Context: an optimization exercise on an open-source flow, tuned for small area. The choices shown serve that exercise and are no tape-out recipe.
In this exercise RTL edits were held to simulation tests only and were not proved equivalent to the original.
Power is estimated from default activity; no workload was simulated.

==> flow/design.v, too long to show whole: its modules and the start of the top module <==
// module kyber_modmul_seq: 51 lines
// module kyber_g_a2111oi_0: 3 lines
// module kyber_g_a211o_1: 3 lines
// module kyber_g_a211oi_1: 3 lines
// module kyber_g_a21boi_0: 3 lines
// module kyber_g_a21oi_1: 3 lines
// module kyber_g_a221o_1: 3 lines
// module kyber_g_a221oi_1: 3 lines
// module kyber_g_a22oi_1: 3 lines
// module kyber_g_a311oi_1: 3 lines
// module kyber_g_a31oi_1: 3 lines
// module kyber_g_a32oi_1: 3 lines
// module kyber_g_and2_0: 3 lines
// module kyber_g_and3_1: 3 lines
// module kyber_g_buf_2: 3 lines
// module kyber_g_clkinv_1: 3 lines
// module kyber_g_nand2_1: 3 lines
// module kyber_g_nand2b_1: 3 lines
// module kyber_g_nand3_1: 3 lines
// module kyber_g_nor2_1: 3 lines
// module kyber_g_nor2b_1: 3 lines
// module kyber_g_nor3_1: 3 lines
// module kyber_g_nor3b_1: 3 lines
// module kyber_g_o211ai_1: 3 lines
// module kyber_g_o21a_1: 3 lines
// module kyber_g_o21ai_0: 3 lines
// module kyber_g_o21bai_1: 3 lines
// module kyber_g_o22a_1: 3 lines
// module kyber_g_o22ai_1: 3 lines
// module kyber_g_o311ai_0: 3 lines
// module kyber_g_o31ai_1: 3 lines
// module kyber_g_or2_0: 3 lines
// module kyber_g_or3_1: 3 lines
// module kyber_g_xnor2_1: 3 lines
// module kyber_g_xor2_1: 3 lines
// module kyber_zeta_inv_gen: 309 lines
module kyber_zeta_inv_gen
(
  input  logic        clk,
  input  logic        reset,
  input  logic        start,
  output logic        busy,
  output logic        done,
  input  logic [6:0]  ad,
  input  logic        ce,
  input  logic        oce,
  output logic [11:0] dout
);
  // ...
==> flow/flow/run.sh <==
#!/bin/bash
# Standard synthesis (hierarchical, so the generated table logic keeps its
# gate structure), then an area re-map of the flattened combinational logic
# (best of several ABC recipes; flip-flops untouched), then the standard
# layout steps with small port buffers and a small clock tree.
set -euo pipefail
W=$PWD
F=$W/flow
R=$W/orfs/results/$FLOW_PLATFORM/kyber_zeta_inv_gen/base
YOSYS=$(command -v yosys || echo "$FLOW_HOME/../tools/install/yosys/bin/yosys")

bash standard.sh synth > $W/synth_std.log 2>&1
cp $R/1_2_yosys.v $W/std_netlist.v

mkdir -p $W/reopt
cp $F/recipes.txt $F/downsize.txt $F/seqcells.txt $W/reopt/
REOPT_LIB=$FLOW_HOME/platforms/$FLOW_PLATFORM/lib/sky130_fd_sc_hd__tt_025C_1v80.lib \
REOPT_TOP=$FLOW_TOP REOPT_DIR=$W/reopt REOPT_IN=$W/std_netlist.v REOPT_OUT=$W/reopt_netlist.v \
  $YOSYS -q -l $W/reopt.log -c $F/reopt.tcl > $W/reopt.out 2>&1
cp $W/reopt_netlist.v $R/1_2_yosys.v
touch $R/1_2_yosys.v

bash standard.sh \
  "BUFFER_PORTS_ARGS=-buffer_cell sky130_fd_sc_hd__buf_1" \
  "CTS_ARGS=-sink_clustering_enable -sink_clustering_size 30 -sink_clustering_max_diameter 400 -buf_list sky130_fd_sc_hd__clkbuf_4 -root_buf sky130_fd_sc_hd__clkbuf_4 -repair_clock_nets -dont_use_dummy_load" \
  finish > $W/layout.log 2>&1
==> flow/flow/downsize.txt <==
sky130_fd_sc_hd__a2111o_2 sky130_fd_sc_hd__a2111o_1
sky130_fd_sc_hd__a2111o_4 sky130_fd_sc_hd__a2111o_1
sky130_fd_sc_hd__a2111oi_1 sky130_fd_sc_hd__a2111oi_0
sky130_fd_sc_hd__a2111oi_2 sky130_fd_sc_hd__a2111oi_0
sky130_fd_sc_hd__a2111oi_4 sky130_fd_sc_hd__a2111oi_0
sky130_fd_sc_hd__a211o_2 sky130_fd_sc_hd__a211o_1
sky130_fd_sc_hd__a211o_4 sky130_fd_sc_hd__a211o_1
sky130_fd_sc_hd__a211oi_2 sky130_fd_sc_hd__a211oi_1
sky130_fd_sc_hd__a211oi_4 sky130_fd_sc_hd__a211oi_1
sky130_fd_sc_hd__a21bo_2 sky130_fd_sc_hd__a21bo_1
sky130_fd_sc_hd__a21bo_4 sky130_fd_sc_hd__a21bo_1
sky130_fd_sc_hd__a21boi_1 sky130_fd_sc_hd__a21boi_0
sky130_fd_sc_hd__a21boi_2 sky130_fd_sc_hd__a21boi_0
sky130_fd_sc_hd__a21boi_4 sky130_fd_sc_hd__a21boi_0
sky130_fd_sc_hd__a21o_2 sky130_fd_sc_hd__a21o_1
sky130_fd_sc_hd__a21o_4 sky130_fd_sc_hd__a21o_1
sky130_fd_sc_hd__a21oi_2 sky130_fd_sc_hd__a21oi_1
sky130_fd_sc_hd__a21oi_4 sky130_fd_sc_hd__a21oi_1
sky130_fd_sc_hd__a221o_2 sky130_fd_sc_hd__a221o_1
sky130_fd_sc_hd__a221o_4 sky130_fd_sc_hd__a221o_1
sky130_fd_sc_hd__a221oi_2 sky130_fd_sc_hd__a221oi_1
sky130_fd_sc_hd__a221oi_4 sky130_fd_sc_hd__a221oi_1
sky130_fd_sc_hd__a22o_2 sky130_fd_sc_hd__a22o_1
sky130_fd_sc_hd__a22o_4 sky130_fd_sc_hd__a22o_1
sky130_fd_sc_hd__a22oi_2 sky130_fd_sc_hd__a22oi_1
sky130_fd_sc_hd__a22oi_4 sky130_fd_sc_hd__a22oi_1
sky130_fd_sc_hd__a2bb2o_2 sky130_fd_sc_hd__a2bb2o_1
sky130_fd_sc_hd__a2bb2o_4 sky130_fd_sc_hd__a2bb2o_1
sky130_fd_sc_hd__a2bb2oi_2 sky130_fd_sc_hd__a2bb2oi_1
sky130_fd_sc_hd__a2bb2oi_4 sky130_fd_sc_hd__a2bb2oi_1
sky130_fd_sc_hd__a311o_2 sky130_fd_sc_hd__a311o_1
sky130_fd_sc_hd__a311o_4 sky130_fd_sc_hd__a311o_1
sky130_fd_sc_hd__a311oi_2 sky130_fd_sc_hd__a311oi_1
sky130_fd_sc_hd__a311oi_4 sky130_fd_sc_hd__a311oi_1
sky130_fd_sc_hd__a31o_2 sky130_fd_sc_hd__a31o_1
sky130_fd_sc_hd__a31o_4 sky130_fd_sc_hd__a31o_1
sky130_fd_sc_hd__a31oi_2 sky130_fd_sc_hd__a31oi_1
sky130_fd_sc_hd__a31oi_4 sky130_fd_sc_hd__a31oi_1
sky130_fd_sc_hd__a32o_2 sky130_fd_sc_hd__a32o_1
sky130_fd_sc_hd__a32o_4 sky130_fd_sc_hd__a32o_1
sky130_fd_sc_hd__a32oi_2 sky130_fd_sc_hd__a32oi_1
sky130_fd_sc_hd__a32oi_4 sky130_fd_sc_hd__a32oi_1
sky130_fd_sc_hd__a41o_2 sky130_fd_sc_hd__a41o_1
sky130_fd_sc_hd__a41o_4 sky130_fd_sc_hd__a41o_1
sky130_fd_sc_hd__a41oi_2 sky130_fd_sc_hd__a41oi_1
sky130_fd_sc_hd__a41oi_4 sky130_fd_sc_hd__a41oi_1
sky130_fd_sc_hd__and2_1 sky130_fd_sc_hd__and2_0
sky130_fd_sc_hd__and2_2 sky130_fd_sc_hd__and2_0
sky130_fd_sc_hd__and2_4 sky130_fd_sc_hd__and2_0
sky130_fd_sc_hd__and2b_2 sky130_fd_sc_hd__and2b_1
sky130_fd_sc_hd__and2b_4 sky130_fd_sc_hd__and2b_1
sky130_fd_sc_hd__and3_2 sky130_fd_sc_hd__and3_1
sky130_fd_sc_hd__and3_4 sky130_fd_sc_hd__and3_1
sky130_fd_sc_hd__and3b_2 sky130_fd_sc_hd__and3b_1
sky130_fd_sc_hd__and3b_4 sky130_fd_sc_hd__and3b_1
sky130_fd_sc_hd__and4_2 sky130_fd_sc_hd__and4_1
sky130_fd_sc_hd__and4_4 sky130_fd_sc_hd__and4_1
sky130_fd_sc_hd__and4b_2 sky130_fd_sc_hd__and4b_1
sky130_fd_sc_hd__and4b_4 sky130_fd_sc_hd__and4b_1
sky130_fd_sc_hd__and4bb_2 sky130_fd_sc_hd__and4bb_1
sky130_fd_sc_hd__and4bb_4 sky130_fd_sc_hd__and4bb_1
sky130_fd_sc_hd__fa_2 sky130_fd_sc_hd__fa_1
sky130_fd_sc_hd__fa_4 sky130_fd_sc_hd__fa_1
sky130_fd_sc_hd__ha_2 sky130_fd_sc_hd__ha_1
sky130_fd_sc_hd__ha_4 sky130_fd_sc_hd__ha_1
sky130_fd_sc_hd__maj3_2 sky130_fd_sc_hd__maj3_1
sky130_fd_sc_hd__maj3_4 sky130_fd_sc_hd__maj3_1
sky130_fd_sc_hd__mux2_2 sky130_fd_sc_hd__mux2_1
sky130_fd_sc_hd__mux2_4 sky130_fd_sc_hd__mux2_1
sky130_fd_sc_hd__mux2_8 sky130_fd_sc_hd__mux2_1
sky130_fd_sc_hd__mux2i_2 sky130_fd_sc_hd__mux2i_1
sky130_fd_sc_hd__mux2i_4 sky130_fd_sc_hd__mux2i_1
sky130_fd_sc_hd__mux4_4 sky130_fd_sc_hd__mux4_2
sky130_fd_sc_hd__mux4_1 sky130_fd_sc_hd__mux4_2
sky130_fd_sc_hd__nand2_2 sky130_fd_sc_hd__nand2_1
sky130_fd_sc_hd__nand2_4 sky130_fd_sc_hd__nand2_1
sky130_fd_sc_hd__nand2_8 sky130_fd_sc_hd__nand2_1
sky130_fd_sc_hd__nand2b_2 sky130_fd_sc_hd__nand2b_1
sky130_fd_sc_hd__nand2b_4 sky130_fd_sc_hd__nand2b_1
sky130_fd_sc_hd__nand3_2 sky130_fd_sc_hd__nand3_1
sky130_fd_sc_hd__nand3_4 sky130_fd_sc_hd__nand3_1
sky130_fd_sc_hd__nand3b_2 sky130_fd_sc_hd__nand3b_1
sky130_fd_sc_hd__nand3b_4 sky130_fd_sc_hd__nand3b_1
sky130_fd_sc_hd__nand4_2 sky130_fd_sc_hd__nand4_1
sky130_fd_sc_hd__nand4_4 sky130_fd_sc_hd__nand4_1
sky130_fd_sc_hd__nand4b_2 sky130_fd_sc_hd__nand4b_1
sky130_fd_sc_hd__nand4b_4 sky130_fd_sc_hd__nand4b_1
sky130_fd_sc_hd__nand4bb_2 sky130_fd_sc_hd__nand4bb_1
sky130_fd_sc_hd__nand4bb_4 sky130_fd_sc_hd__nand4bb_1
sky130_fd_sc_hd__nor2_2 sky130_fd_sc_hd__nor2_1
sky130_fd_sc_hd__nor2_4 sky130_fd_sc_hd__nor2_1
sky130_fd_sc_hd__nor2_8 sky130_fd_sc_hd__nor2_1
sky130_fd_sc_hd__nor2b_2 sky130_fd_sc_hd__nor2b_1
sky130_fd_sc_hd__nor2b_4 sky130_fd_sc_hd__nor2b_1
sky130_fd_sc_hd__nor3_2 sky130_fd_sc_hd__nor3_1
sky130_fd_sc_hd__nor3_4 sky130_fd_sc_hd__nor3_1
sky130_fd_sc_hd__nor3b_2 sky130_fd_sc_hd__nor3b_1
sky130_fd_sc_hd__nor3b_4 sky130_fd_sc_hd__nor3b_1
sky130_fd_sc_hd__nor4_2 sky130_fd_sc_hd__nor4_1
sky130_fd_sc_hd__nor4_4 sky130_fd_sc_hd__nor4_1
sky130_fd_sc_hd__nor4b_2 sky130_fd_sc_hd__nor4b_1
sky130_fd_sc_hd__nor4b_4 sky130_fd_sc_hd__nor4b_1
sky130_fd_sc_hd__nor4bb_2 sky130_fd_sc_hd__nor4bb_1
sky130_fd_sc_hd__nor4bb_4 sky130_fd_sc_hd__nor4bb_1
sky130_fd_sc_hd__o2111a_2 sky130_fd_sc_hd__o2111a_1
sky130_fd_sc_hd__o2111a_4 sky130_fd_sc_hd__o2111a_1
sky130_fd_sc_hd__o2111ai_2 sky130_fd_sc_hd__o2111ai_1
sky130_fd_sc_hd__o2111ai_4 sky130_fd_sc_hd__o2111ai_1
sky130_fd_sc_hd__o211a_2 sky130_fd_sc_hd__o211a_1
sky130_fd_sc_hd__o211a_4 sky130_fd_sc_hd__o211a_1
sky130_fd_sc_hd__o211ai_2 sky130_fd_sc_hd__o211ai_1
sky130_fd_sc_hd__o211ai_4 sky130_fd_sc_hd__o211ai_1
sky130_fd_sc_hd__o21a_2 sky130_fd_sc_hd__o21a_1
sky130_fd_sc_hd__o21a_4 sky130_fd_sc_hd__o21a_1
sky130_fd_sc_hd__o21ai_1 sky130_fd_sc_hd__o21ai_0
sky130_fd_sc_hd__o21ai_2 sky130_fd_sc_hd__o21ai_0
sky130_fd_sc_hd__o21ai_4 sky130_fd_sc_hd__o21ai_0
sky130_fd_sc_hd__o21ba_2 sky130_fd_sc_hd__o21ba_1
sky130_fd_sc_hd__o21ba_4 sky130_fd_sc_hd__o21ba_1
sky130_fd_sc_hd__o21bai_2 sky130_fd_sc_hd__o21bai_1
sky130_fd_sc_hd__o21bai_4 sky130_fd_sc_hd__o21bai_1
sky130_fd_sc_hd__o221a_2 sky130_fd_sc_hd__o221a_1
sky130_fd_sc_hd__o221a_4 sky130_fd_sc_hd__o221a_1
sky130_fd_sc_hd__o221ai_2 sky130_fd_sc_hd__o221ai_1
sky130_fd_sc_hd__o221ai_4 sky130_fd_sc_hd__o221ai_1
sky130_fd_sc_hd__o22a_2 sky130_fd_sc_hd__o22a_1
sky130_fd_sc_hd__o22a_4 sky130_fd_sc_hd__o22a_1
sky130_fd_sc_hd__o22ai_2 sky130_fd_sc_hd__o22ai_1
sky130_fd_sc_hd__o22ai_4 sky130_fd_sc_hd__o22ai_1
sky130_fd_sc_hd__o2bb2a_2 sky130_fd_sc_hd__o2bb2a_1
sky130_fd_sc_hd__o2bb2a_4 sky130_fd_sc_hd__o2bb2a_1
sky130_fd_sc_hd__o2bb2ai_2 sky130_fd_sc_hd__o2bb2ai_1
sky130_fd_sc_hd__o2bb2ai_4 sky130_fd_sc_hd__o2bb2ai_1
sky130_fd_sc_hd__o311a_2 sky130_fd_sc_hd__o311a_1
sky130_fd_sc_hd__o311a_4 sky130_fd_sc_hd__o311a_1
sky130_fd_sc_hd__o311ai_1 sky130_fd_sc_hd__o311ai_0
sky130_fd_sc_hd__o311ai_2 sky130_fd_sc_hd__o311ai_0
sky130_fd_sc_hd__o311ai_4 sky130_fd_sc_hd__o311ai_0
sky130_fd_sc_hd__o31a_2 sky130_fd_sc_hd__o31a_1
sky130_fd_sc_hd__o31a_4 sky130_fd_sc_hd__o31a_1
sky130_fd_sc_hd__o31ai_2 sky130_fd_sc_hd__o31ai_1
sky130_fd_sc_hd__o31ai_4 sky130_fd_sc_hd__o31ai_1
sky130_fd_sc_hd__o32a_2 sky130_fd_sc_hd__o32a_1
sky130_fd_sc_hd__o32a_4 sky130_fd_sc_hd__o32a_1
sky130_fd_sc_hd__o32ai_2 sky130_fd_sc_hd__o32ai_1
sky130_fd_sc_hd__o32ai_4 sky130_fd_sc_hd__o32ai_1
sky130_fd_sc_hd__o41a_2 sky130_fd_sc_hd__o41a_1
sky130_fd_sc_hd__o41a_4 sky130_fd_sc_hd__o41a_1
sky130_fd_sc_hd__o41ai_2 sky130_fd_sc_hd__o41ai_1
sky130_fd_sc_hd__o41ai_4 sky130_fd_sc_hd__o41ai_1
sky130_fd_sc_hd__or2_1 sky130_fd_sc_hd__or2_0
sky130_fd_sc_hd__or2_2 sky130_fd_sc_hd__or2_0
sky130_fd_sc_hd__or2_4 sky130_fd_sc_hd__or2_0
sky130_fd_sc_hd__or2b_2 sky130_fd_sc_hd__or2b_1
sky130_fd_sc_hd__or2b_4 sky130_fd_sc_hd__or2b_1
sky130_fd_sc_hd__or3_2 sky130_fd_sc_hd__or3_1
sky130_fd_sc_hd__or3_4 sky130_fd_sc_hd__or3_1
sky130_fd_sc_hd__or3b_2 sky130_fd_sc_hd__or3b_1
sky130_fd_sc_hd__or3b_4 sky130_fd_sc_hd__or3b_1
sky130_fd_sc_hd__or4_2 sky130_fd_sc_hd__or4_1
sky130_fd_sc_hd__or4_4 sky130_fd_sc_hd__or4_1
sky130_fd_sc_hd__or4b_2 sky130_fd_sc_hd__or4b_1
sky130_fd_sc_hd__or4b_4 sky130_fd_sc_hd__or4b_1
sky130_fd_sc_hd__or4bb_2 sky130_fd_sc_hd__or4bb_1
sky130_fd_sc_hd__or4bb_4 sky130_fd_sc_hd__or4bb_1
sky130_fd_sc_hd__xnor2_2 sky130_fd_sc_hd__xnor2_1
sky130_fd_sc_hd__xnor2_4 sky130_fd_sc_hd__xnor2_1
sky130_fd_sc_hd__xnor3_2 sky130_fd_sc_hd__xnor3_1
sky130_fd_sc_hd__xnor3_4 sky130_fd_sc_hd__xnor3_1
sky130_fd_sc_hd__xor2_2 sky130_fd_sc_hd__xor2_1
sky130_fd_sc_hd__xor2_4 sky130_fd_sc_hd__xor2_1
sky130_fd_sc_hd__xor3_2 sky130_fd_sc_hd__xor3_1
sky130_fd_sc_hd__xor3_4 sky130_fd_sc_hd__xor3_1
sky130_fd_sc_hd__buf_4 sky130_fd_sc_hd__buf_2
sky130_fd_sc_hd__buf_6 sky130_fd_sc_hd__buf_2
sky130_fd_sc_hd__buf_8 sky130_fd_sc_hd__buf_2
==> flow/flow/recipes.txt <==
strash; dch -f; map -a; topo
strash; map -a; topo
strash; dch; map -a; topo
strash; dch -f; amap; topo
strash; balance -l; resub -K 6 -l; rewrite -l; resub -K 6 -N 2 -l; refactor -l; resub -K 8 -l; balance -l; resub -K 8 -N 2 -l; rewrite -l; resub -K 10 -l; rewrite -z -l; resub -K 10 -N 2 -l; balance -l; resub -K 12 -l; refactor -z -l; resub -K 12 -N 2 -l; rewrite -z -l; balance -l; dch -f; map -a; topo
strash; balance -l; resub -K 6 -l; rewrite -l; resub -K 6 -N 2 -l; refactor -l; resub -K 8 -l; balance -l; resub -K 8 -N 2 -l; rewrite -l; resub -K 10 -l; rewrite -z -l; resub -K 10 -N 2 -l; balance -l; resub -K 12 -l; refactor -z -l; resub -K 12 -N 2 -l; rewrite -z -l; balance -l; balance -l; resub -K 6 -l; rewrite -l; resub -K 6 -N 2 -l; refactor -l; resub -K 8 -l; balance -l; resub -K 8 -N 2 -l; rewrite -l; resub -K 10 -l; rewrite -z -l; resub -K 10 -N 2 -l; balance -l; resub -K 12 -l; refactor -z -l; resub -K 12 -N 2 -l; rewrite -z -l; balance -l; dch -f; map -a; strash; dch -f; map -a; topo
==> flow/flow/reopt.tcl <==
# Re-map the combinational logic of the standard synthesis netlist for area.
# Flip-flops keep their instance names and cell types. Several ABC recipes
# are tried on the same logic and the smallest mapping is kept.
yosys -import
set lib $::env(REOPT_LIB)
set top $::env(REOPT_TOP)
set dir $::env(REOPT_DIR)
read_liberty -ignore_miss_func $lib
read_verilog $::env(REOPT_IN)
hierarchy -top $top

# Candidate 0: the standard netlist as it is, with every logic cell at its
# smallest drive strength (same function, no restructuring).
design -save orig
set fh [open $dir/downsize.txt r]
foreach line [split [string trim [read $fh]] "\n"] {
  lassign $line from to
  chtype -map $from $to $top
}
close $fh
opt_clean -purge
tee -q -o $dir/stat_keep.txt stat -liberty $lib
set f [open $dir/stat_keep.txt r]; set s [read $f]; close $f
regexp "Chip area for module .\\\\$top.: (\[0-9.\]+)" $s -> keeparea
log "KEEP AREA $keeparea"
design -save keep

design -load orig

setattr -mod -set keep_hierarchy 1 sky130_fd_sc_hd__df* sky130_fd_sc_hd__edf* sky130_fd_sc_hd__sdf* sky130_fd_sc_hd__dl*
flatten
opt_clean -purge
design -save base
set best -1
set bestarea 1e30
set fh [open $dir/recipes.txt r]
set recipes [split [string trim [read $fh]] "\n"]
close $fh
set k 0
foreach r $recipes {
  design -load base
  # A recipe is one ABC script, or several joined by " || " that are run
  # one after another, the logic re-flattened to gates in between.
  set parts [split [string map [list " || " "\x01"] $r] "\x01"]
  set first 1
  set j 0
  foreach p $parts {
    if {!$first} {
      read_liberty -nooverwrite -ignore_miss_func $lib
      setattr -mod -set keep_hierarchy 1 sky130_fd_sc_hd__df* sky130_fd_sc_hd__edf*
      flatten
      opt_clean -purge
    }
    set sf $dir/recipe_${k}_$j.abc
    set o [open $sf w]
    puts $o [string map {"; " "\n"} $p]
    close $o
    abc -liberty $lib -dont_use *lpflow* -dont_use *probe* -script $sf
    opt_clean -purge
    set first 0
    incr j
  }
  tee -q -o $dir/stat_$k.txt stat -liberty $lib
  set f [open $dir/stat_$k.txt r]; set s [read $f]; close $f
  regexp "Chip area for module .\\\\$top.: (\[0-9.\]+)" $s -> area
  log "RECIPE $k AREA $area :: [string range $r 0 80]"
  if {$area < $bestarea} { set bestarea $area; set best $k }
  design -save r$k
  incr k
}
log "BEST $best AREA $bestarea"
if {$keeparea <= $bestarea} {
  log "USING KEEP AREA $keeparea"
  design -load keep
} else {
  design -load r$best
}
hilomap -singleton -hicell sky130_fd_sc_hd__conb_1 HI -locell sky130_fd_sc_hd__conb_1 LO
splitnets
opt_clean -purge
stat -liberty $lib
select $top
write_verilog -noattr -noexpr -selected $::env(REOPT_OUT)
==> flow/flow/seqcells.txt <==
sky130_fd_sc_hd__dfbbn_1,sky130_fd_sc_hd__dfbbn_2,sky130_fd_sc_hd__dfbbp_1,sky130_fd_sc_hd__dfrbp_1,sky130_fd_sc_hd__dfrbp_2,sky130_fd_sc_hd__dfrtn_1,sky130_fd_sc_hd__dfrtp_1,sky130_fd_sc_hd__dfrtp_2,sky130_fd_sc_hd__dfrtp_4,sky130_fd_sc_hd__dfsbp_1,sky130_fd_sc_hd__dfsbp_2,sky130_fd_sc_hd__dfstp_1,sky130_fd_sc_hd__dfstp_2,sky130_fd_sc_hd__dfstp_4,sky130_fd_sc_hd__dfxbp_1,sky130_fd_sc_hd__dfxbp_2,sky130_fd_sc_hd__dfxtp_1,sky130_fd_sc_hd__dfxtp_2,sky130_fd_sc_hd__dfxtp_4,sky130_fd_sc_hd__dlclkp_1,sky130_fd_sc_hd__dlclkp_2,sky130_fd_sc_hd__dlclkp_4,sky130_fd_sc_hd__dlrbn_1,sky130_fd_sc_hd__dlrbn_2,sky130_fd_sc_hd__dlrbp_1,sky130_fd_sc_hd__dlrbp_2,sky130_fd_sc_hd__dlrtn_1,sky130_fd_sc_hd__dlrtn_2,sky130_fd_sc_hd__dlrtn_4,sky130_fd_sc_hd__dlrtp_1,sky130_fd_sc_hd__dlrtp_2,sky130_fd_sc_hd__dlrtp_4,sky130_fd_sc_hd__dlxbn_1,sky130_fd_sc_hd__dlxbn_2,sky130_fd_sc_hd__dlxbp_1,sky130_fd_sc_hd__dlxtn_1,sky130_fd_sc_hd__dlxtn_2,sky130_fd_sc_hd__dlxtn_4,sky130_fd_sc_hd__dlxtp_1,sky130_fd_sc_hd__dlygate4sd1_1,sky130_fd_sc_hd__dlygate4sd2_1,sky130_fd_sc_hd__dlygate4sd3_1,sky130_fd_sc_hd__dlymetal6s2s_1,sky130_fd_sc_hd__dlymetal6s4s_1,sky130_fd_sc_hd__dlymetal6s6s_1,sky130_fd_sc_hd__edfxbp_1,sky130_fd_sc_hd__edfxtp_1,sky130_fd_sc_hd__sdfbbn_1,sky130_fd_sc_hd__sdfbbn_2,sky130_fd_sc_hd__sdfbbp_1,sky130_fd_sc_hd__sdfrbp_1,sky130_fd_sc_hd__sdfrbp_2,sky130_fd_sc_hd__sdfrtn_1,sky130_fd_sc_hd__sdfrtp_1,sky130_fd_sc_hd__sdfrtp_2,sky130_fd_sc_hd__sdfrtp_4,sky130_fd_sc_hd__sdfsbp_1,sky130_fd_sc_hd__sdfsbp_2,sky130_fd_sc_hd__sdfstp_1,sky130_fd_sc_hd__sdfstp_2,sky130_fd_sc_hd__sdfstp_4,sky130_fd_sc_hd__sdfxbp_1,sky130_fd_sc_hd__sdfxbp_2,sky130_fd_sc_hd__sdfxtp_1,sky130_fd_sc_hd__sdfxtp_2,sky130_fd_sc_hd__sdfxtp_4,sky130_fd_sc_hd__sedfxbp_1,sky130_fd_sc_hd__sedfxbp_2,sky130_fd_sc_hd__sedfxtp_1,sky130_fd_sc_hd__sedfxtp_2,sky130_fd_sc_hd__sedfxtp_4
==> flow/standard.sh <==
#!/bin/bash
# synth_recipe.tcl (not shown) runs the flow's synth.tcl, then flattens the netlist and writes it again
# the make line also repeats each setting of config.mk as NAME=value (left out here)
make -C /OpenROAD-flow-scripts/flow DESIGN_CONFIG=/design/flow/config.mk WORK_HOME=/design/flow/orfs CLKGATE_MAP_FILE= SYNTH_SCRIPT=/design/flow/synth_recipe.tcl "${@:-finish}"
==> flow/config.mk <==
export PLATFORM = sky130hd
export DESIGN_NAME = kyber_zeta_inv_gen
export DESIGN_NICKNAME = kyber_zeta_inv_gen
export VERILOG_FILES = /design/flow/design.v
export SDC_FILE = /design/flow/constraint.sdc
export NUM_CORES = 4
export LEC_CHECK = 0
export CAP_MARGIN = 20
export CORE_MARGIN = 2
export CORE_UTILIZATION = 45
export GPL_TIMING_DRIVEN = 0
export SETUP_SLACK_MARGIN = 0.4
export SLEW_MARGIN = 20
export SYNTH_HIERARCHICAL = 1
==> flow/constraint.sdc <==
create_clock -name core_clock -period 6.0 [get_ports {clk}]
set_input_delay 1.2000 -clock core_clock [delete_from_list [all_inputs] [get_ports {clk}]]
set_output_delay 1.2000 -clock core_clock [all_outputs]
set_load 0.01 [all_outputs]
==> metrics.cfg, run 1 <==
[clocking]
h-tree-depth=1
post-cts-setup-buffers=0

[outcome]
outcome=complete, no violations

[worst_hold_path]
holdCritStartpoint=r_lfsr[4]

[yosys]
syn_nets=310

[timing]
final_hold_viol_count=0
finalSetupTns_ps=0
finClkSkew_ps=10.23
rsz0062_at_grt=no
holdWs_ps=400.8

[detailed_routing]
first_pass_iters=6
wl_mm=7.682
top_layer=met4
antenna_violating_nets_post_route=0
met1_length_mm=2.858

[die]
die_h_um=69.69

[layout]
largest_reg_flops=11
buffers=29
dominant_cells=multi-input combinational cells
nMultiInputCombCells=261
finalNetCount=339
final_core_util_pct=51.81
finalInstanceArea_um2=2117
multiInputGateArea_um2=1348

[worst_setup_path]
setup.worst_path.end=dout[4]
rr_worst_depth=3
start_kind=register
reg2reg_setup_slack_ps=4870
end_kind=output port
cpMaxStageDelayCell=edfxtp_1

[global_routing]
grt_pass1_vias=2458
grt_use_met1_pct=42.09

==> run 2, diff against run 1 <==
--- a/flow/flow/recipes.txt
+++ b/flow/flow/recipes.txt
@@ -6 +6,2 @@
 strash; balance -l; resub -K 6 -l; rewrite -l; resub -K 6 -N 2 -l; refactor -l; resub -K 8 -l; balance -l; resub -K 8 -N 2 -l; rewrite -l; resub -K 10 -l; rewrite -z -l; resub -K 10 -N 2 -l; balance -l; resub -K 12 -l; refactor -z -l; resub -K 12 -N 2 -l; rewrite -z -l; balance -l; balance -l; resub -K 6 -l; rewrite -l; resub -K 6 -N 2 -l; refactor -l; resub -K 8 -l; balance -l; resub -K 8 -N 2 -l; rewrite -l; resub -K 10 -l; rewrite -z -l; resub -K 10 -N 2 -l; balance -l; resub -K 12 -l; refactor -z -l; resub -K 12 -N 2 -l; rewrite -z -l; balance -l; dch -f; map -a; strash; dch -f; map -a; topo
+KEEP || strash; &get -n; &dc2; &put; balance; &get -n; &dc2; &put; dch; map -a; strash; &get -n; &dc2; &put; dch -f; map -a; topo || strash; dch -f; map -a; strash; rewrite; dch; map -a; topo || strash; rewrite; &get -n; &dc2; &put; dch -f; map -a; topo || strash; dch -f; map -a; strash; resub -K 12 -N 2; rewrite -z; dch; map -a; topo || strash; dch -f; map -a; strash; resub -K 8 -N 2; rewrite -z; rewrite; &get -n; &dc2; &put; dch -f; map -a; topo
--- a/flow/flow/reopt.tcl
+++ b/flow/flow/reopt.tcl
@@ -45,2 +45,8 @@
   set first 1
+  # A recipe that starts with KEEP starts from candidate 0 instead.
+  if {[lindex $parts 0] eq "KEEP"} {
+    design -load keep
+    set parts [lrange $parts 1 end]
+    set first 0
+  }
   set j 0
==> run 2 against run 1 <==
Net effect:
- synthesized area is 2.1% lower
- critical endpoint is now dout[11]
- clock skew is 5.4 ps higher
- via count is 0.87% higher
- worst setup slack worse by 300 ps
- still clean
- core utilization is 0.25 points lower
==> metrics.cfg, run 2 <==
[clocking]
cts_buffer_depth=2  ; unchanged
cts.hold.buffers_added=0  ; unchanged
cts_root_buffer=clkbuf_4  ; unchanged
clk_pin_slew_ps=110  ; was 100 ps
cts_tree=yes  ; unchanged
cts_num_sinks=22  ; unchanged
post-cts-setup-buffers=0  ; unchanged
post_cts_resized=0  ; unchanged
cts_buffers=3  ; unchanged
h-tree-depth=1  ; unchanged
clock_latency_ps=300  ; was 290 ps

[detailed_routing]
antenna_violating_nets_post_route=0  ; unchanged
top_layer=met4  ; unchanged
drc=0  ; unchanged
met1_length_mm=2.820  ; was 2.858 mm
wl_met2_mm=3.201  ; was 3.297 mm
vias=2668  ; was 2645
viasPerCell=6.841  ; was 7.053
avgRoutedWirePerCell_um=20.29  ; was 20.49 um
wl_mm=7.914  ; was 7.682 mm
met3_length_mm=1.079  ; was 1.005 mm
first_pass_iters=12  ; was 6
drt-initial-drc-count=642  ; was 586

[timing]
finalSetupViolCount=0  ; unchanged
finalSetupTns_ps=0  ; unchanged
finClkSkew_ps=15.61  ; was 10.23 ps
rsz0062_at_grt=no  ; unchanged
min_period_over_period_pct=86.25  ; was 81.24%
final_hold_viol_count=0  ; unchanged
max_freq_ghz=0.1932  ; was 0.2052 GHz
worstMarginPinSlew_ps=856.4  ; was 919.0 ps
fin_crit_ps=5175  ; was 4874 ps
final-max-slew-violation-count=0  ; unchanged
relSlewSlack_pct=42.70  ; was 38.09%

[worst_setup_path]
crit_chain=clkinv_1 > nor2_1 > nor2_1 > nor2_1 > nor2_1 > nor2_1 > nor2_1 > o21ai_0 > o2111ai_1 > a21oi_1 > buf_1  ; was inv_1 > nor2_1 > nor2_1 > xnor2_1 > and2_0 > a2111oi_0 > nor3_1 > a311oi_1 > buf_1
crit_arrival_ps=3970  ; was 3670 ps
crit_top_cell=nor2_1  ; unchanged
worstPathRequired_ps=4800  ; about the same
end_kind=output port  ; unchanged
max_stage_delay_ps=780  ; was 760 ps
crit_cells=11  ; was 9
start_kind=register  ; unchanged
cpMaxStageDelayCell=nor2_1  ; was edfxtp_1
crit_buf_inv=2  ; unchanged
crit_path_max_fanout=10  ; was 18
path_class=reg -> out  ; unchanged
path_delay_family=simple AND/OR/NAND/NOR gates  ; unchanged
rr_worst_depth=4  ; was 3

[layout]
final_core_util_pct=51.55  ; was 51.81%
final_common_cell=nor2_1  ; was o21ai_0
syn_to_final_growth_pct=9.210  ; was 9.021%
largest_reg_flops=11  ; unchanged
drive_gt1_share_pct=1.471  ; was 2.769%
largest_register=r_lfsr  ; unchanged
final_cell_mix=nor2_1 (80), nand2_1 (42), clkinv_1 (40)  ; was o21ai_0 (50), nand2_1 (48), nor2_1 (42)
finalInstanceArea_um2=2077  ; was 2117 um2
finalNonFillerCells=390  ; was 375
reg_top3=r_lfsr x11, r_ad x7  ; unchanged
finalNetCount=354  ; was 339
n_antenna_cell=0  ; unchanged

[placed_design]
port-buffer-count=24  ; unchanged
dp_hpwl_mm=5.866  ; was 5.495 mm
place_inst=387  ; was 372
gp_congestion=1.085  ; was 1.075
placed_area_um2=2054  ; was 2095 um2

[global_routing]
grt_pass1_vias=2448  ; was 2458
grt_max_degree=26  ; was 22
grt_usage_pct=32.77  ; was 31.87%
overflow=0  ; unchanged
grt_pass1_wl_mm=12.52  ; was 12.50 mm
antenna_found_initial=0  ; unchanged

[die]
num_rows=23  ; unchanged
die_x_um=69.01  ; was 69.69 um
die_h_um=69.01  ; was 69.69 um
initial_core_util_pct=47.20  ; was 47.52%
ios=26  ; unchanged
core_area_um2=4029  ; was 4086 um2
die_area_um2=4762  ; was 4857 um2

[yosys]
synth_area_um2=1902  ; was 1942 um2
syn_nets=325  ; was 310
syn_area_per_cell_um2=6.076  ; was 6.516 um2
syn_inst=313  ; was 298
yosys_warnings=7  ; unchanged

[pwr]
p_per_area_nw_per_um2=241.5  ; was 244.6 nW/um2
cellLeakagePower_nw=0.7320  ; was 0.8132 nW
peakVddDrop_uv=216.5  ; was 194.0 uV

[worst_hold_path]
hold_path_class=reg -> reg  ; unchanged
min_path_cells=1  ; unchanged

[run]
maxCapViolCount=0  ; unchanged

[outcome]
outcome=complete, no violations  ; unchanged

run 2: final timing paths:
| path | start | end | slack, ps |
|---|---|---|---|
| max | r_ad[4] | dout[11] | 830 |
| min | r_lfsr[3] | r_lfsr[4] | 400 |
| max reg2reg | r_idle | r_idle | 4750 |
| min reg2reg | r_lfsr[3] | r_lfsr[4] | 400 |
| max in group asynchronous | reset | r_idle | 5080 |
| min in group asynchronous | reset | r_done | 710 |
run 2: layout make-up:
class                      count  area (um2)
inverter                      40       150.1
clock buffer                   3       22.52
multi-input combinational    251        1220
fill                         445        1952
timing repair buffer          24       90.09
tap                           50       62.56
sequential                    22       531.8
run 2: metal layers:
layer	GRT usage, %	up-vias
li1	-	1166
met1	39.84	1125
met2	49.68	283
met3	9.211	94
met4	22.88	0
met5	0	-
run 2: metrics by stage:
step	setup WS, ps	hold WS, ps	total power, mW
finish	825.2	405.0	0.5016
detailed placement	1458	380.5	0.4278
global route	783.0	424.9	0.5302
CTS	1096	407.6	0.4913
floorplan	2343	366.2	0.3624
global placement	1285	378.4	0.4327
run 2: where the power goes:
group | leakage, nW | total (mW) | internal [mW] | switching, mW
Sequential | 0.211 | 0.234 | 0.199 | 0.0348
Clock | 0.0138 | 0.0602 | 0.0233 | 0.0369
Combinational | 0.507 | 0.207 | 0.0583 | 0.149
Total | 0.732 | 0.502 | 0.281 | 0.221
==> run 3, diff against run 2 <==
==> flow/flow/recipes.txt (replaced) <==
strash; dch -f; map -a; topo
strash; map -a; topo
strash; dch; map -a; topo
strash; dch -f; amap; topo
strash; balance -l; resub -K 6 -l; rewrite -l; resub -K 6 -N 2 -l; refactor -l; resub -K 8 -l; balance -l; resub -K 8 -N 2 -l; rewrite -l; resub -K 10 -l; rewrite -z -l; resub -K 10 -N 2 -l; balance -l; resub -K 12 -l; refactor -z -l; resub -K 12 -N 2 -l; rewrite -z -l; balance -l; dch -f; map -a; topo
strash; balance -l; resub -K 6 -l; rewrite -l; resub -K 6 -N 2 -l; refactor -l; resub -K 8 -l; balance -l; resub -K 8 -N 2 -l; rewrite -l; resub -K 10 -l; rewrite -z -l; resub -K 10 -N 2 -l; balance -l; resub -K 12 -l; refactor -z -l; resub -K 12 -N 2 -l; rewrite -z -l; balance -l; balance -l; resub -K 6 -l; rewrite -l; resub -K 6 -N 2 -l; refactor -l; resub -K 8 -l; balance -l; resub -K 8 -N 2 -l; rewrite -l; resub -K 10 -l; rewrite -z -l; resub -K 10 -N 2 -l; balance -l; resub -K 12 -l; refactor -z -l; resub -K 12 -N 2 -l; rewrite -z -l; balance -l; dch -f; map -a; strash; dch -f; map -a; topo
KEEP || strash; &get -n; &dc2; &put; balance; &get -n; &dc2; &put; dch; map -a; strash; &get -n; &dc2; &put; dch -f; map -a; topo || strash; dch -f; map -a; strash; rewrite; dch; map -a; topo || strash; rewrite; &get -n; &dc2; &put; dch -f; map -a; topo || strash; dch -f; map -a; strash; resub -K 12 -N 2; rewrite -z; dch; map -a; topo || strash; dch -f; map -a; strash; resub -K 8 -N 2; rewrite -z; rewrite; &get -n; &dc2; &put; dch -f; map -a; topo || strash; &get -n; &if -K 6 -a; &put; strash; dch -f; map -a; strash; refactor; rewrite; dch -f; map -a; topo
==> run 3 against run 2 <==
Net effect:
- still clean
- sequential share of layout area increased by 0.077 points
- count of clock-buffer cells in the layout unchanged
- first-iteration DRC count is 12% higher
- hold slack improved by 0.74 ps
- synthesized area fell by 0.46%
- sequential power about the same
- wire length fell by 0.15%
- synthesized cell count fell by 0.96%
- fmax shrank 5.3%
- global-route usage up 3.4 points
- critical path type unchanged
- critical endpoint unchanged
- largest cell class unchanged
- largest power group unchanged
- highest routed layer unchanged
==> metrics.cfg, run 3 <==
[outcome]
outcome=complete, no violations  ; unchanged

[timing]
final-max-slew-violation-count=0  ; unchanged
relSlewSlack_pct=41.65  ; was 42.70%
final_hold_viol_count=0  ; unchanged
rsz0062_at_grt=no  ; unchanged
max_freq_ghz=0.1830  ; was 0.1932 GHz
finalSetupTns_ps=0  ; unchanged
finalSetupViolCount=0  ; unchanged
worstMarginPinSlew_ps=872.1  ; was 856.4 ps
finClkSkew_ps=2.787  ; was 15.61 ps
min_period_over_period_pct=91.08  ; was 86.25%
fin_crit_ps=5465  ; was 5175 ps

[global_routing]
overflow=0  ; unchanged
grt_pass1_wl_mm=12.24  ; was 12.52 mm
grt_usage_pct=36.16  ; was 32.77%
antenna_found_initial=0  ; unchanged
grt_max_degree=25  ; was 26
grt_pass1_vias=2307  ; was 2448

[worst_setup_path]
crit_path_max_fanout=10  ; unchanged
crit_arrival_ps=4260  ; was 3970 ps
start_kind=register  ; unchanged
max_stage_delay_ps=820  ; was 780 ps
path_class=reg -> out  ; unchanged
cpMaxStageDelayCell=nor2_1  ; unchanged
end_kind=output port  ; unchanged
worstPathRequired_ps=4800  ; about the same
crit_chain=clkinv_1 > nor2_1 > nor2_1 > nor2_1 > nor2_1 > nor2_1 > nor2_1 > o21ai_0 > o2111ai_1 > a221oi_1 > buf_1  ; was clkinv_1 > nor2_1 > nor2_1 > nor2_1 > nor2_1 > nor2_1 > nor2_1 > o21ai_0 > o2111ai_1 > a21oi_1 > buf_1
crit_top_cell=nor2_1  ; unchanged

[layout]
finalNonFillerCells=387  ; was 390
largest_register=r_lfsr  ; unchanged
syn_to_final_growth_pct=9.386  ; was 9.210%
fillers=418  ; was 445
reg_top3=r_lfsr x11, r_ad x7  ; unchanged
largest_reg_flops=11  ; unchanged
finalNetCount=351  ; was 354
final_common_cell=nor2_1  ; unchanged
final_cell_mix=nor2_1 (86), clkinv_1 (44), o21ai_0 (37)  ; was nor2_1 (80), nand2_1 (42), clkinv_1 (40)
n_antenna_cell=0  ; unchanged
drive_gt1_share_pct=1.484  ; was 1.471%

[die]
num_rows=23  ; unchanged
die_area_um2=4742  ; was 4762 um2
die_x_um=68.86  ; was 69.01 um
ios=26  ; unchanged
core_area_um2=4029  ; unchanged
initial_core_util_pct=46.99  ; was 47.20%
die_h_um=68.86  ; was 69.01 um

[yosys]
syn_nets=322  ; was 325
syn_area_per_cell_um2=6.107  ; was 6.076 um2
yosys_warnings=7  ; unchanged
syn_inst=310  ; was 313
synth_area_um2=1893  ; was 1902 um2

[worst_hold_path]
hold_path_class=reg -> reg  ; unchanged

[clocking]
h-tree-depth=1  ; unchanged
cts_num_sinks=22  ; unchanged
cts_tree=yes  ; unchanged
cts_buffer_depth=2  ; unchanged
cts.hold.buffers_added=0  ; unchanged
clock_latency_ps=300  ; about the same
clk_pin_slew_ps=100  ; was 110 ps
post-cts-setup-buffers=0  ; unchanged
cts_root_buffer=clkbuf_4  ; unchanged
cts_buffers=3  ; unchanged
post_cts_resized=0  ; unchanged

[pwr]
peakVddDrop_uv=250.4  ; was 216.5 uV
p_per_area_nw_per_um2=243.5  ; was 241.5 nW/um2
cellLeakagePower_nw=0.7232  ; was 0.7320 nW

[detailed_routing]
first_pass_iters=12  ; unchanged
drt-initial-drc-count=721  ; was 642
avgRoutedWirePerCell_um=20.42  ; was 20.29 um
drc=0  ; unchanged
antenna_violating_nets_post_route=0  ; unchanged
viasPerCell=6.845  ; was 6.841
vias=2649  ; was 2668
wl_mm=7.902  ; was 7.914 mm

[placed_design]
place_inst=384  ; was 387
port-buffer-count=24  ; unchanged
gp_congestion=1.103  ; was 1.085
dp_hpwl_mm=5.739  ; was 5.866 mm

[run]
maxCapViolCount=0  ; unchanged

==> run 3: path summary, 6_finish.rpt <==
check                           from         to  slack [ps]  cells after the start
max in group asynchronous      reset     r_idle        5070                      2
min in group asynchronous      reset      r_fin         720                      2
min                        r_lfsr[0]  r_lfsr[1]         410                      1
min reg2reg                r_lfsr[0]  r_lfsr[1]         410                      1
max reg2reg                   r_idle     r_idle        4730                      4
max                          r_ad[4]   dout[11]         540                     11
==> run 3: routing by layer <==
layer  up-vias  global-route usage, %  share of wire, %
li1       1151                      -                 -
met1      1099                  44.61                34
met2       296                  53.00                41
met3       103                  10.23                15
met4         0                  27.45               9.1
met5         -                      0                 0
==> run 3: layout make-up <==
cell class / instances / area [um2] / share of cell area [%]
multi-input cells: 244 / 1199 / 57.89
repair buffers: 24 / 90.09 / 4.350
clock buffers: 3 / 22.52 / 1.088
inverters: 44 / 165.2 / 7.976
well taps: 50 / 62.56 / 3.021
flip-flops and latches: 22 / 531.8 / 25.68
==> run 3: report_power, final <==
part / leakage, nW / total (mW) / internal (mW) / switching, mW
sequential: 0.211 / 0.234 / 0.199 / 0.0351
clock: 0.0138 / 0.0610 / 0.0234 / 0.0376
combinational: 0.499 / 0.209 / 0.0592 / 0.150
==> run 3: worst max-delay path: cells and delay by family (launching register included) <==
kind / cells / cell delay [ps]
flip-flops: 1 / 540
buffers and inverters: 2 / 670
AND/OR/NAND/NOR: 6 / 1870
AO/OA/AOI/OAI: 3 / 880
==> run 3: through the flow <==
stage / hold WS [ps] / util, % / worst slack (ps) / total power, mW / cell area, um2
floorplan: 366.2 / - / 2163 / 0.3639 / 1893
global placement: 379.1 / 50.78 / 822.8 / 0.4343 / 2046
detailed placement: 380.0 / 50.78 / 1127 / 0.4279 / 2046
CTS: 405.0 / 51.34 / 767.8 / 0.4903 / 2068
global route: 419.6 / 51.40 / 548.0 / 0.5331 / 2071
finish: 405.7 / 51.40 / 535.4 / 0.5043 / 2071

[separate check: timing with driven ports]
How much do the figures lean on ideal ports? The routed layouts below were timed once more, with nothing changed but the port constraints. Step 1 sets driving cells, clkbuf_16 on the clock port and buf_2 on the other inputs (assumed; they add their load-dependent delay and slew). Step 2, shift: input delay + t, output delay - t, t = (earliest + latest rising clock arrival at the registers) / 2. This alone moves slack from input paths to output paths. Three values: ideal ports, drivers, drivers and shift; two values: the first two.
run	t (ns)	setup WS [ns]	hold slack, ns	worst setup path after step 2
run 1	0.305	1.126 / 1.106 / 1.411	0.401 / 0.401 / 0.401	register to output
run 2	0.308	0.825 / 0.805 / 1.113	0.405 / 0.405 / 0.405	register to output
run 3	0.314	0.535 / 0.518 / 0.831	0.406 / 0.406 / 0.406	register to output
After both steps setup and hold are still met in every run listed.
